Background: an optimization exercise with open tools, aiming at small area, a short achievable clock period and few clock cycles. Do not read the settings as production practice.
Power and IR drop assume default switching activity. No driver is modelled on the clock port, so clocking that relies on it looks cheaper here than on a real chip.

run 1:
==> flow/design.v <==
package emem_pkg;
  localparam int idx_w = 5;
  localparam int addr_w = 7;
  localparam int num_banks = 4;
  localparam int block_bytes = 32;
  localparam int data_bytes = block_bytes - 1;
  localparam logic [7:0] saved_byte = 8'h00;
  localparam logic [7:0] erased_byte = 8'hff;
endpackage
`timescale 1ns/1ps
module emem_program #(
  parameter int NUM_BANKS = emem_pkg::num_banks
) (
  input  logic                   wr_clk,
  input  logic                   reset,
  input  logic                   wr_start,
  input  logic                   rd_start,
  input  logic                   rd_busy,
  input  logic [NUM_BANKS-1:0]   bank_sel,
  output logic [NUM_BANKS-1:0]   prog_we,
  output logic                   wr_accept,
  output logic                   wr_busy,
  output logic                   wr_done
);
  logic busy_q;
  assign wr_accept = wr_start && !rd_start && !rd_busy && !busy_q;
  assign prog_we = {NUM_BANKS{wr_start && !rd_start}} & bank_sel;
  always_ff @(posedge wr_clk or negedge reset)
  begin
    if (!reset)
      busy_q <= 1'b0;
    else
      busy_q <= wr_accept;
  end
  assign wr_busy = busy_q;
  assign wr_done = busy_q;
endmodule
`timescale 1ns/1ps
module emem_array #(
  parameter int NUM_BANKS = emem_pkg::num_banks
) (
  input  logic                                   wr_clk,
  input  logic                                   em_clear,
  input  logic [NUM_BANKS-1:0]                   prog_we,
  input  logic [emem_pkg::data_bytes*8-1:0]      prog_data,
  input  logic [NUM_BANKS-1:0]                   rd_bank,
  input  logic [emem_pkg::data_bytes-1:0]        rd_byte,
  output logic [7:0]                             rd_data,
  output logic [NUM_BANKS-1:0]                   lead
);
  localparam int NBYTES = emem_pkg::data_bytes;
  localparam int W      = NBYTES * 8;
  logic [W-1:0]           cells [NUM_BANKS];
  logic [NUM_BANKS-1:0]   mark_erased;
  logic                   clear_q;
  always_ff @(posedge wr_clk)
  begin
    clear_q <= em_clear;
  end
  always_ff @(posedge wr_clk)
  begin
    for (int b = 0; b < NUM_BANKS; b++)
    begin
      cells[b]       <= (cells[b] | {W{clear_q}}) & (prog_data | {W{!prog_we[b]}});
      mark_erased[b] <= (mark_erased[b] | clear_q) & !prog_we[b];
    end
  end
  always_comb
  begin
    for (int b = 0; b < NUM_BANKS; b++)
    begin
      lead[b] = !clear_q && !em_clear;
      for (int k = 0; k <= b; k++)
        lead[b] = lead[b] && !mark_erased[k];
      if (b + 1 < NUM_BANKS)
        lead[b] = lead[b] && mark_erased[b+1];
    end
  end
  always_comb
  begin
    rd_data = '0;
    for (int b = 0; b < NUM_BANKS; b++)
      for (int j = 0; j < NBYTES; j++)
        rd_data = rd_data | ({8{rd_bank[b] & rd_byte[j]}} & cells[b][j*8 +: 8]);
  end
endmodule
`timescale 1ns/1ps
module emem_restore #(
  parameter int NUM_BANKS = emem_pkg::num_banks,
  parameter int CNT_W = $clog2(NUM_BANKS + 1)
) (
  input  logic                   wr_clk,
  input  logic                   reset,
  input  logic                   rd_start,
  input  logic                   wr_busy,
  input  logic                   wr_accept,
  input  logic [NUM_BANKS-1:0]   lead,
  input  logic [7:0]             rd_data,
  output logic [NUM_BANKS-1:0]   rd_bank,
  output logic [emem_pkg::data_bytes-1:0] rd_byte,
  output logic [NUM_BANKS-1:0]   bank_sel,
  output logic                   rd_busy,
  output logic                   rd_done,
  output logic                   init_load,
  output logic [4:0]             init_index,
  output logic [7:0]             init_data,
  output logic [CNT_W-1:0]       em_bank,
  output logic                   em_full
);
  localparam logic [4:0] LAST_IDX = 5'(emem_pkg::data_bytes - 1);
  logic              rd_accept;
  logic              found;
  logic [CNT_W-1:0]  lead_cnt;
  logic [CNT_W-1:0]  bank_count;
  logic [CNT_W-1:0]  count_next;
  logic              busy_next;
  logic              load_next;
  logic              done_next;
  assign rd_accept = rd_start && !rd_busy && !wr_busy;
  always_ff @(posedge wr_clk)
  begin
    rd_bank <= lead;
  end
  assign found = |rd_bank;
  always_comb
  begin
    lead_cnt = '0;
    for (int b = 0; b < NUM_BANKS; b++)
      if (rd_bank[b])
        lead_cnt = CNT_W'(b + 1);
  end
  always_comb
  begin
    count_next = bank_count;
    if (rd_accept)
      count_next = lead_cnt;
    else if (wr_accept && (bank_count != CNT_W'(NUM_BANKS)))
      count_next = bank_count + CNT_W'(1);
  end
  assign busy_next = rd_accept || (rd_busy && !rd_done);
  assign load_next = (rd_accept && found) || (init_load && !rd_done);
  assign done_next = (rd_accept && !found) || (init_load && rd_byte[LAST_IDX]);
  always_ff @(posedge wr_clk or negedge reset)
  begin
    if (!reset)
    begin
      bank_count <= '0;
      bank_sel   <= '0;
      rd_busy    <= 1'b0;
      rd_done    <= 1'b0;
      init_load  <= 1'b0;
    end
    else
    begin
      bank_count <= count_next;
      for (int b = 0; b < NUM_BANKS; b++)
        bank_sel[b] <= !busy_next && !wr_accept && (count_next == CNT_W'(b));
      rd_busy    <= busy_next;
      rd_done    <= done_next;
      init_load  <= load_next;
    end
  end
  always_ff @(posedge wr_clk)
  begin
    rd_byte   <= load_next ? {rd_byte[emem_pkg::data_bytes-2:0], 1'b0} :
                             emem_pkg::data_bytes'(1);
    init_index <= init_load ? init_index + 5'd1 : 5'd0;
    init_data <= rd_data;
  end
  assign em_bank    = bank_count;
  assign em_full    = bank_count[CNT_W-1];
endmodule
`timescale 1ns/1ps
module emem_ctrl #(
  parameter int NUM_BANKS = emem_pkg::num_banks
) (
  input  logic          wr_clk,
  input  logic          reset,
  input  logic          em_clear,
  input  logic          rd_start,
  input  logic          wr_start,
  input  logic [247:0]  em_data,
  output logic          rd_busy,
  output logic          wr_busy,
  output logic          rd_done,
  output logic          wr_done,
  output logic          init_load,
  output logic [4:0]    init_index,
  output logic [7:0]    init_data,
  output logic [2:0]    em_bank,
  output logic          em_full
);
  localparam int CNT_W = $clog2(NUM_BANKS + 1);
  logic [NUM_BANKS-1:0] prog_we;
  logic                 wr_accept;
  logic [NUM_BANKS-1:0] bank_sel;
  logic [NUM_BANKS-1:0] rd_bank;
  logic [emem_pkg::data_bytes-1:0] rd_byte;
  logic [7:0]           rd_data;
  logic [NUM_BANKS-1:0] lead;
  emem_program #(
    .NUM_BANKS   (NUM_BANKS)
  ) u_program (
    .wr_clk      (wr_clk),
    .reset       (reset),
    .wr_start    (wr_start),
    .rd_start    (rd_start),
    .rd_busy     (rd_busy),
    .bank_sel    (bank_sel),
    .prog_we     (prog_we),
    .wr_accept   (wr_accept),
    .wr_busy     (wr_busy),
    .wr_done     (wr_done)
  );
  emem_array #(
    .NUM_BANKS   (NUM_BANKS)
  ) u_array (
    .wr_clk      (wr_clk),
    .em_clear    (em_clear),
    .prog_we     (prog_we),
    .prog_data   (em_data),
    .rd_bank     (rd_bank),
    .rd_byte     (rd_byte),
    .rd_data     (rd_data),
    .lead        (lead)
  );
  emem_restore #(
    .NUM_BANKS   (NUM_BANKS),
    .CNT_W       (CNT_W)
  ) u_restore (
    .wr_clk      (wr_clk),
    .reset       (reset),
    .rd_start    (rd_start),
    .wr_busy     (wr_busy),
    .wr_accept   (wr_accept),
    .lead        (lead),
    .rd_data     (rd_data),
    .rd_bank     (rd_bank),
    .rd_byte     (rd_byte),
    .bank_sel    (bank_sel),
    .rd_busy     (rd_busy),
    .rd_done     (rd_done),
    .init_load   (init_load),
    .init_index  (init_index),
    .init_data   (init_data),
    .em_bank     (em_bank),
    .em_full     (em_full)
  );
endmodule
export LEC_CHECK = 0
export CAP_MARGIN = 20
export CORE_MARGIN = 2
export CORE_UTILIZATION = 50
export PLACE_DENSITY = 0.65
export SETUP_SLACK_MARGIN = 5
export SLEW_MARGIN = 20
export TNS_END_PERCENT = 100
create_clock -name core_clock -period 8.0 [get_ports {wr_clk}]
run.sh (not shown) runs the stock make flow with config.mk's settings and CLKGATE_MAP_FILE= SYNTH_SCRIPT=/design/flow/synth_recipe.tcl, a recipe that flattens the netlist after the stock synthesis.
The following lists how run 2 was set up differently from run 1:
==> flow/flow/run.sh (new file) <==
#!/bin/bash
set -euo pipefail
bash standard.sh \
  SETUP_SLACK_MARGIN=5.5 \
  TNS_END_PERCENT=100 \
  "BUFFER_PORTS_ARGS=-buffer_cell sky130_fd_sc_hd__buf_1" \
  "CTS_ARGS=-sink_clustering_enable -repair_clock_nets -dont_use_dummy_load -sink_clustering_size 24 -buf_list sky130_fd_sc_hd__clkbuf_8" \
  finish > flow.log 2>&1
==> flow/standard.sh (new file) <==
#!/bin/bash
# synth_recipe.tcl (not shown) runs the flow's synth.tcl, then flattens the netlist and writes it again
# the make line also repeats each setting of config.mk as NAME=value (left out here)
make -C /OpenROAD-flow-scripts/flow DESIGN_CONFIG=/design/flow/config.mk WORK_HOME=/design/flow/orfs CLKGATE_MAP_FILE= SYNTH_SCRIPT=/design/flow/synth_recipe.tcl "${@:-finish}"
removed: flow/run.sh
--- outcome ---
- Run 2 finished every stage and its layout cleared the timing, design-rule and antenna checks.
- The biggest power consumer among the groups comes out registers in one run and the clock network in the other, namely in run 2 and run 1 respectively.
- [compare] base=run 1 new=run 2: core utilization now smaller; final area now smaller; length of routed wiring on met1 now larger.
- Summary of run 2 over run 1: setup slack higher, multi-input combinational gate total level, total power dropped about 15%.
Input changes introduced in run 3 (baseline for comparison: run 2):
==> flow/flow/run.sh <==
#!/bin/bash
set -euo pipefail
bash standard.sh \
  SETUP_SLACK_MARGIN=5.5 \
  TNS_END_PERCENT=100 \
  "BUFFER_PORTS_ARGS=-buffer_cell sky130_fd_sc_hd__buf_1" \
  "CTS_ARGS=-sink_clustering_enable -repair_clock_nets -dont_use_dummy_load -sink_clustering_size 30 -sink_clustering_max_diameter 150" \
  finish > flow.log 2>&1
- In run 3 relative to run 2, met3 wire length had gone down slightly.
- The combined area of all synthesized cells was comparable across run 3 and run 2.
- Sort run 3 and run 2 by sequential share of cell area asc -> top: run 2
- Area: run 3 vs run 2 -> run 3 smaller
- Of run 3 and run 2, the lower routed wire length belongs to run 2.
- Going from run 2 to run 3, minimum clock period after layout shrinks by 0.17 ns.
- Run 3 vs run 2, H-tree depth reported by CTS went down by 2.
- Run 2 has lower worst-case vdd ir drop than run 3.
Setup changes, run 3 to run 4
==> flow/flow/run.sh <==
#!/bin/bash
set -euo pipefail
bash standard.sh \
  SETUP_SLACK_MARGIN=5.5 \
  TNS_END_PERCENT=100 \
  "BUFFER_PORTS_ARGS=-buffer_cell sky130_fd_sc_hd__buf_1" \
  "CTS_ARGS=-sink_clustering_enable -repair_clock_nets -dont_use_dummy_load" \
  finish > flow.log 2>&1
## What came out
Result: PASS for each of run 3 and run 4. Run 3 was routed with fewer vias than run 4. Per the comparison of run 4 with run 3, CTS sink count level; total wire length after detailed routing level; worst setup slack level; wire length per cell moved down; number of buffers other than clock buffers in the final layout moved down. On shortest period the worst path allows, run 3 tracks run 4 almost exactly. Comparing run 3 and run 4, the higher number of levels in the clock H-tree was measured on run 4. For run 4, the end point of the critical path was em_bank[2], unlike run 3, where it was em_full. Diff run 3 -> run 4: fraction of power consumed by the clock network grew by 12 points, layout-stage area growth over the synthesis result grew by 4.2 points.
No run of this note included a check of the RTL's function; only the layout flow was run.

## static timing again, ports no longer ideal
In the flow no input, the clock included, has a driving cell. The finished layouts below were timed again as built, in two steps. Step 1 (the two cells are an assumption about what drives the block):
set clk [get_ports {wr_clk}]
set_driving_cell -lib_cell sky130_fd_sc_hd__clkbuf_16 $clk
set_driving_cell -lib_cell sky130_fd_sc_hd__buf_2 [delete_from_list [all_inputs] $clk]
Step 2 also shifts input and output timing later by t, the mid clock arrival at the registers, as if the neighbouring blocks saw the same clock. a / b / c = ideal ports / drivers / drivers and shift; a / b = the first two.
run	t, ns	slack for setup (ns)	pins driven straight from the clock port
run 1	0.750	4.980 / 4.966 / 4.313	1
run 2	0.884	5.057 / 4.982 / 4.672	1
run 3	0.679	5.222 / 5.150 / 4.767	1
run 4	0.726	5.222 / 5.151 / 4.856	1
After both steps every run listed still meets setup and hold. The setup slack of run 1, which loses most, moves by -0.014 ns with the drivers and by -0.667 ns with both steps.
